What follows belongs to an exercise in optimizing a design on an open flow for small area; a production flow would make more cautious choices. Where RTL was checked, it was by simulation tests only, not by an equivalence proof against the original. The clock port is modelled as an ideal driver; clocking choices that lean on that would not hold on a real chip. Power figures rest on the tool's default switching activity, not on a simulated workload.

==> run a: inputs <==
Design risc16_top, start of the top module:
module risc16_top
(
    input  logic        clk,
    input  logic        rst,
    input  logic [15:0] mem_rdata_i,
    output logic [7:0]  mem_addr_o,
    output logic [15:0] mem_wdata_o,
    output logic        mem_wr_o
);
==> module alu, before the edit <==
module alu
(
    input  logic [3:0] op_i,
    input  logic       pd_i,      
    input  logic       b_i,       
    input  logic       a_next_i,  
    input  logic       pc_bit_i,  
    input  logic       inc_bit_i, 
    input  logic       c_i,       
    input  logic       first_i,   
    input  logic       imm_bit_i,
    input  logic       mem_bit_i,
    input  logic       last_i,    
    input  logic       high_i,    
    output logic       y_o,
    output logic       sum_o,
    output logic       cout_o
);
    logic a;
    logic b;
    logic cin;
    logic chain;
    assign a = op_i[3] ? pc_bit_i : pd_i;
    always_comb begin
        if (op_i[3]) begin
            b = imm_bit_i;
        end else begin
            case (op_i[2:0])
                3'd1:    b = ~b_i;    
                3'd5:    b = 1'b1;    
                3'd6:    b = pd_i;    
                default: b = b_i;
            endcase
        end
    end
    assign chain = op_i[3] | ~(op_i[2] ^ op_i[1]);
    assign cin   = (chain & ~first_i) ? c_i : (~op_i[3] & ~op_i[2] & op_i[0]);
    assign sum_o  = a ^ b ^ cin;
    assign cout_o = (a & b) | (a & cin) | (b & cin);
    always_comb begin
        if (op_i[3]) begin
            if (op_i[2])      y_o = inc_bit_i & ~high_i;
            else if (op_i[0]) y_o = mem_bit_i;
            else              y_o = imm_bit_i;
        end else if (op_i[2:1] == 2'b01) begin
            y_o = cout_o;                        
        end else if (op_i[2:0] == 3'b111) begin
            y_o = a_next_i & ~last_i;            
        end else begin
            y_o = sum_o;                         
        end
    end
endmodule
==> module datapath, before the edit <==
module datapath
(
    input  logic        clk,
    input  logic [3:0]  ph_i,
    input  logic        clr_i,
    input  logic [15:0] ir_i,
    input  logic        p_bit_i,
    input  logic        q_bit_i,
    input  logic        pc_bit_i,
    input  logic        inc_bit_i,
    input  logic [15:0] mem_rdata_i,
    output logic [15:0] t_o,
    output logic        nz_o,
    output logic        pd_o,
    output logic [3:0]  hi_n_o,
    output logic [3:0]  lo_n_o,
    output logic        wbit_o,
    output logic [15:0] mem_wdata_o,
    output logic        mem_wr_o
);
    logic [15:0] t_q;      
    logic        pd;       
    logic        z_q;      
    logic        sum;
    logic        br;
    logic        c_q;
    logic        s15_q;
    logic [3:0] op;
    logic [3:0] rd;
    logic [7:0] imm;
    logic       ph15;
    assign op   = ir_i[15:12];
    assign rd   = ir_i[11:8];
    assign imm  = ir_i[7:0];
    assign ph15 = (ph_i == 4'd15);
    assign br = op[3] && (op[2:0] != 3'b010) && (op[2:0] != 3'b111);
    assign pd = t_q[15];
    always_ff @(posedge clk) begin
        t_q   <= {(br && !ph_i[3]) ? sum : p_bit_i, t_q[15:1]};
        z_q   <= (z_q & ~ph15) | p_bit_i;
        s15_q <= mem_rdata_i[15];
    end
    logic imm_bit;
    logic mem_bit;
    logic cout;
    logic y;
    logic wen;
    assign imm_bit = ph_i[3] ? imm[7] : imm[ph_i[2:0]];
    mux16 u_mem_mux (.d_i({s15_q, mem_rdata_i[14:0]}), .s_i(ph_i), .y_o(mem_bit));
    alu u_alu (
        .op_i      (op),
        .pd_i      (pd),
        .b_i       (q_bit_i),
        .a_next_i  (p_bit_i),
        .pc_bit_i  (pc_bit_i),
        .inc_bit_i (inc_bit_i),
        .c_i       (c_q),
        .first_i   (ph_i == 4'd0),
        .imm_bit_i (imm_bit),
        .mem_bit_i (mem_bit),
        .last_i    (ph15),
        .high_i    (ph_i[3]),
        .y_o       (y),
        .sum_o     (sum),
        .cout_o    (cout)
    );
    always_ff @(posedge clk) begin
        c_q <= cout;
    end
    assign wen    = (op <= isa_pkg::LW) || (op == isa_pkg::JAL);
    assign wbit_o = y & ~clr_i;
    always_comb begin
        for (int j = 0; j < 4; j++) begin
            hi_n_o[j] = ~(clr_i || (wen && rd[3:2] == 2'(j)));
            lo_n_o[j] = ~(clr_i || rd[1:0] == 2'(j));
        end
    end
    assign t_o         = t_q;
    assign nz_o        = z_q;
    assign pd_o        = pd;
    assign mem_wdata_o = {p_bit_i, t_q[15:1]};
    assign mem_wr_o    = (ph_i == 4'd14) && (op == isa_pkg::SW) && ~clr_i;
endmodule
==> flow/config.mk <==
export PLATFORM = sky130hd
export DESIGN_NAME = risc16_top
export DESIGN_NICKNAME = risc16_top
export VERILOG_FILES = /design/flow/design.v
export SDC_FILE = /design/flow/constraint.sdc
export NUM_CORES = 4
export LEC_CHECK = 0
export CAP_MARGIN = 20
export CORE_MARGIN = 2
export CORE_UTILIZATION = 75
export SLEW_MARGIN = 20
export SYNTH_HIERARCHICAL = 1
export SYNTH_MINIMUM_KEEP_SIZE = 0
==> flow/constraint.sdc <==
create_clock -name core_clock -period 8.0 [get_ports {clk}]
set_input_delay 1.6000 -clock core_clock [delete_from_list [all_inputs] [get_ports {clk}]]
set_output_delay 1.6000 -clock core_clock [all_outputs]
set_load 0.01 [all_outputs]
standard.sh (not shown) runs the stock make flow with config.mk's settings and CLKGATE_MAP_FILE= SYNTH_SCRIPT=/design/flow/synth_recipe.tcl, a recipe that flattens the netlist after the stock synthesis.
==> flow/flow/run.sh <==
#!/bin/bash
# Standard ORFS layout with three changes: ports are buffered with the smallest
# buffer, clock tree synthesis uses larger sink clusters without dummy loads,
# and after CTS logic cells with spare slack are downsized.
set -euo pipefail
bash standard.sh \
  "BUFFER_PORTS_ARGS=-buffer_cell sky130_fd_sc_hd__buf_1" \
  "CTS_ARGS=-sink_clustering_enable -repair_clock_nets -dont_use_dummy_load -sink_clustering_size 34 -sink_clustering_max_diameter 100 -root_buf sky130_fd_sc_hd__clkbuf_4 -tree_buf sky130_fd_sc_hd__clkbuf_4" \
  "POST_CTS_TCL=$PWD/flow/post_cts.tcl" \
  finish > orfs_make.log 2>&1
Other scripts of this flow, unchanged in this note and not shown: flow/flow/downsize.tcl, flow/flow/post_cts.tcl
==> inputs of run b, as changes to run a <==
==> flow/flow/run.sh (replaced) <==
#!/bin/bash
# Standard ORFS layout with three changes: ports are buffered with the smallest
# buffer, clock tree synthesis uses larger sink clusters without dummy loads,
# and after CTS logic cells with spare slack are downsized.
set -euo pipefail
bash standard.sh \
  "BUFFER_PORTS_ARGS=-buffer_cell sky130_fd_sc_hd__buf_1" \
  "CTS_ARGS=-sink_clustering_enable -repair_clock_nets -dont_use_dummy_load -sink_clustering_size 28 -sink_clustering_max_diameter 150 -root_buf sky130_fd_sc_hd__clkbuf_8 -tree_buf sky130_fd_sc_hd__clkbuf_8" \
  "POST_CTS_TCL=$PWD/flow/post_cts.tcl" \
  finish > orfs_make.log 2>&1
Settings changed: CORE_UTILIZATION 75 to 65.
==> inputs of run c, as changes to run a <==
--- a/flow/design.v
+++ b/flow/design.v
@@ -48,59 +48,6 @@
         WB_LINK = 2'd3
     } wb_sel_e;
 endpackage
-module alu
-(
-    input  logic [3:0] op_i,
-    input  logic       pd_i,      
-    input  logic       b_i,       
-    input  logic       a_next_i,  
-    input  logic       pc_bit_i,  
-    input  logic       inc_bit_i, 
-    input  logic       c_i,       
-    input  logic       first_i,   
-    input  logic       imm_bit_i,
-    input  logic       mem_bit_i,
-    input  logic       last_i,    
-    input  logic       high_i,    
-    output logic       y_o,
-    output logic       sum_o,
-    output logic       cout_o
-);
-    logic a;
-    logic b;
-    logic cin;
-    logic chain;
-    assign a = op_i[3] ? pc_bit_i : pd_i;
-    always_comb begin
-        if (op_i[3]) begin
-            b = imm_bit_i;
-        end else begin
-            case (op_i[2:0])
-                3'd1:    b = ~b_i;    
-                3'd5:    b = 1'b1;    
-                3'd6:    b = pd_i;    
-                default: b = b_i;
-            endcase
-        end
-    end
-    assign chain = op_i[3] | ~(op_i[2] ^ op_i[1]);
-    assign cin   = (chain & ~first_i) ? c_i : (~op_i[3] & ~op_i[2] & op_i[0]);
-    assign sum_o  = a ^ b ^ cin;
-    assign cout_o = (a & b) | (a & cin) | (b & cin);
-    always_comb begin
-        if (op_i[3]) begin
-            if (op_i[2])      y_o = inc_bit_i & ~high_i;
-            else if (op_i[0]) y_o = mem_bit_i;
-            else              y_o = imm_bit_i;
-        end else if (op_i[2:1] == 2'b01) begin
-            y_o = cout_o;                        
-        end else if (op_i[2:0] == 3'b111) begin
-            y_o = a_next_i & ~last_i;            
-        end else begin
-            y_o = sum_o;                         
-        end
-    end
-endmodule
 module reg_file
 (
     input  logic        clk,
@@ -316,23 +263,42 @@
     logic wen;
     assign imm_bit = ph_i[3] ? imm[7] : imm[ph_i[2:0]];
     mux16 u_mem_mux (.d_i({s15_q, mem_rdata_i[14:0]}), .s_i(ph_i), .y_o(mem_bit));
-    alu u_alu (
-        .op_i      (op),
-        .pd_i      (pd),
-        .b_i       (q_bit_i),
-        .a_next_i  (p_bit_i),
-        .pc_bit_i  (pc_bit_i),
-        .inc_bit_i (inc_bit_i),
-        .c_i       (c_q),
-        .first_i   (ph_i == 4'd0),
-        .imm_bit_i (imm_bit),
-        .mem_bit_i (mem_bit),
-        .last_i    (ph15),
-        .high_i    (ph_i[3]),
-        .y_o       (y),
-        .sum_o     (sum),
-        .cout_o    (cout)
-    );
+    logic ph0;
+    assign ph0 = (ph_i == 4'd0);
+    logic a;
+    logic b;
+    logic cin;
+    logic chain;
+    assign a = op[3] ? pc_bit_i : pd;
+    always_comb begin
+        if (op[3]) begin
+            b = imm_bit;
+        end else begin
+            case (op[2:0])
+                3'd1:    b = ~q_bit_i;    
+                3'd5:    b = 1'b1;    
+                3'd6:    b = pd;    
+                default: b = q_bit_i;
+            endcase
+        end
+    end
+    assign chain = op[3] | ~(op[2] ^ op[1]);
+    assign cin   = (chain & ~ph0) ? c_q : (~op[3] & ~op[2] & op[0]);
+    assign sum  = a ^ b ^ cin;
+    assign cout = (a & b) | (a & cin) | (b & cin);
+    always_comb begin
+        if (op[3]) begin
+            if (op[2])      y = inc_bit_i & ~ph_i[3];
+            else if (op[0]) y = mem_bit;
+            else              y = imm_bit;
+        end else if (op[2:1] == 2'b01) begin
+            y = cout;                        
+        end else if (op[2:0] == 3'b111) begin
+            y = p_bit_i & ~ph15;            
+        end else begin
+            y = sum;                         
+        end
+    end
     always_ff @(posedge clk) begin
         c_q <= cout;
     end
==> flow/flow/run.sh (replaced) <==
#!/bin/bash
# Standard ORFS layout with three changes: ports are buffered with the smallest
# buffer, clock tree synthesis uses larger sink clusters without dummy loads,
# and after CTS logic cells with spare slack are downsized.
set -euo pipefail
bash standard.sh \
  "BUFFER_PORTS_ARGS=-buffer_cell sky130_fd_sc_hd__buf_1" \
  "CTS_ARGS=-sink_clustering_enable -repair_clock_nets -dont_use_dummy_load -sink_clustering_size 32 -sink_clustering_max_diameter 150 -root_buf sky130_fd_sc_hd__clkbuf_4 -tree_buf sky130_fd_sc_hd__clkbuf_4" \
  "POST_CTS_TCL=$PWD/flow/post_cts.tcl" \
  finish > orfs_make.log 2>&1
==> summary of the runs <==
- Run c finished with timing, DRC and antenna clean. Run b passed the timing, DRC and antenna checks. Run a completed with no timing, DRC or antenna violations.
- Against run a, the clock skew of run c is lower by 0.039 ns.
- Register-to-register slack, highest first: run b, run a, run c.
- The highest combinational power belongs to run a, the lowest to run b.
- Against run c, the power of run b is larger by about 0.8%.
- First-iteration DRC count, lowest first: run b, run a, run c.
- Of run c and run b, run b has the higher setup slack (gap 0.29 ns).
- Die area: run b > run a > run c.
- In synthesized cell count, run b and run a do not differ.
- Between run b and run a, the lower via count is in run b (gap 7.7%, measured against run a).
- Worst hold slack, highest first: run b, run c, run a.
The RTL of run c was laid out without a check of its function.

==> port drivers added, routing unchanged <==
How much do the figures lean on ideal ports? The routed layouts below were timed once more, with nothing changed but the port constraints. Step 1, drivers: a clkbuf_16 drives clk and a buf_2 each remaining input, both assumed. Step 2 times the ports against the registers' clock, not the clock port: input delays grow and output delays shrink by t, the midpoint of the rising clock arrivals with the driver on. Slacks: no drivers / after step 1 / after step 2; pairs: no drivers / after step 1.
run | t (ns) | setup slack, ns | worst hold slack (ns) | worst setup path at the end | cell pins on the clock port's net
run a | 0.629 | 1.513 / 1.479 / 2.107 | 0.240 / 0.240 / 0.240 | register to output | 1
run b | 0.530 | 1.683 / 1.649 / 2.179 | 0.322 / 0.322 / 0.322 | register to output | 1
run c | 0.640 | 1.396 / 1.363 / 2.003 | 0.293 / 0.293 / 0.293 | register to output | 1
After both steps setup and hold are still met in every run listed.
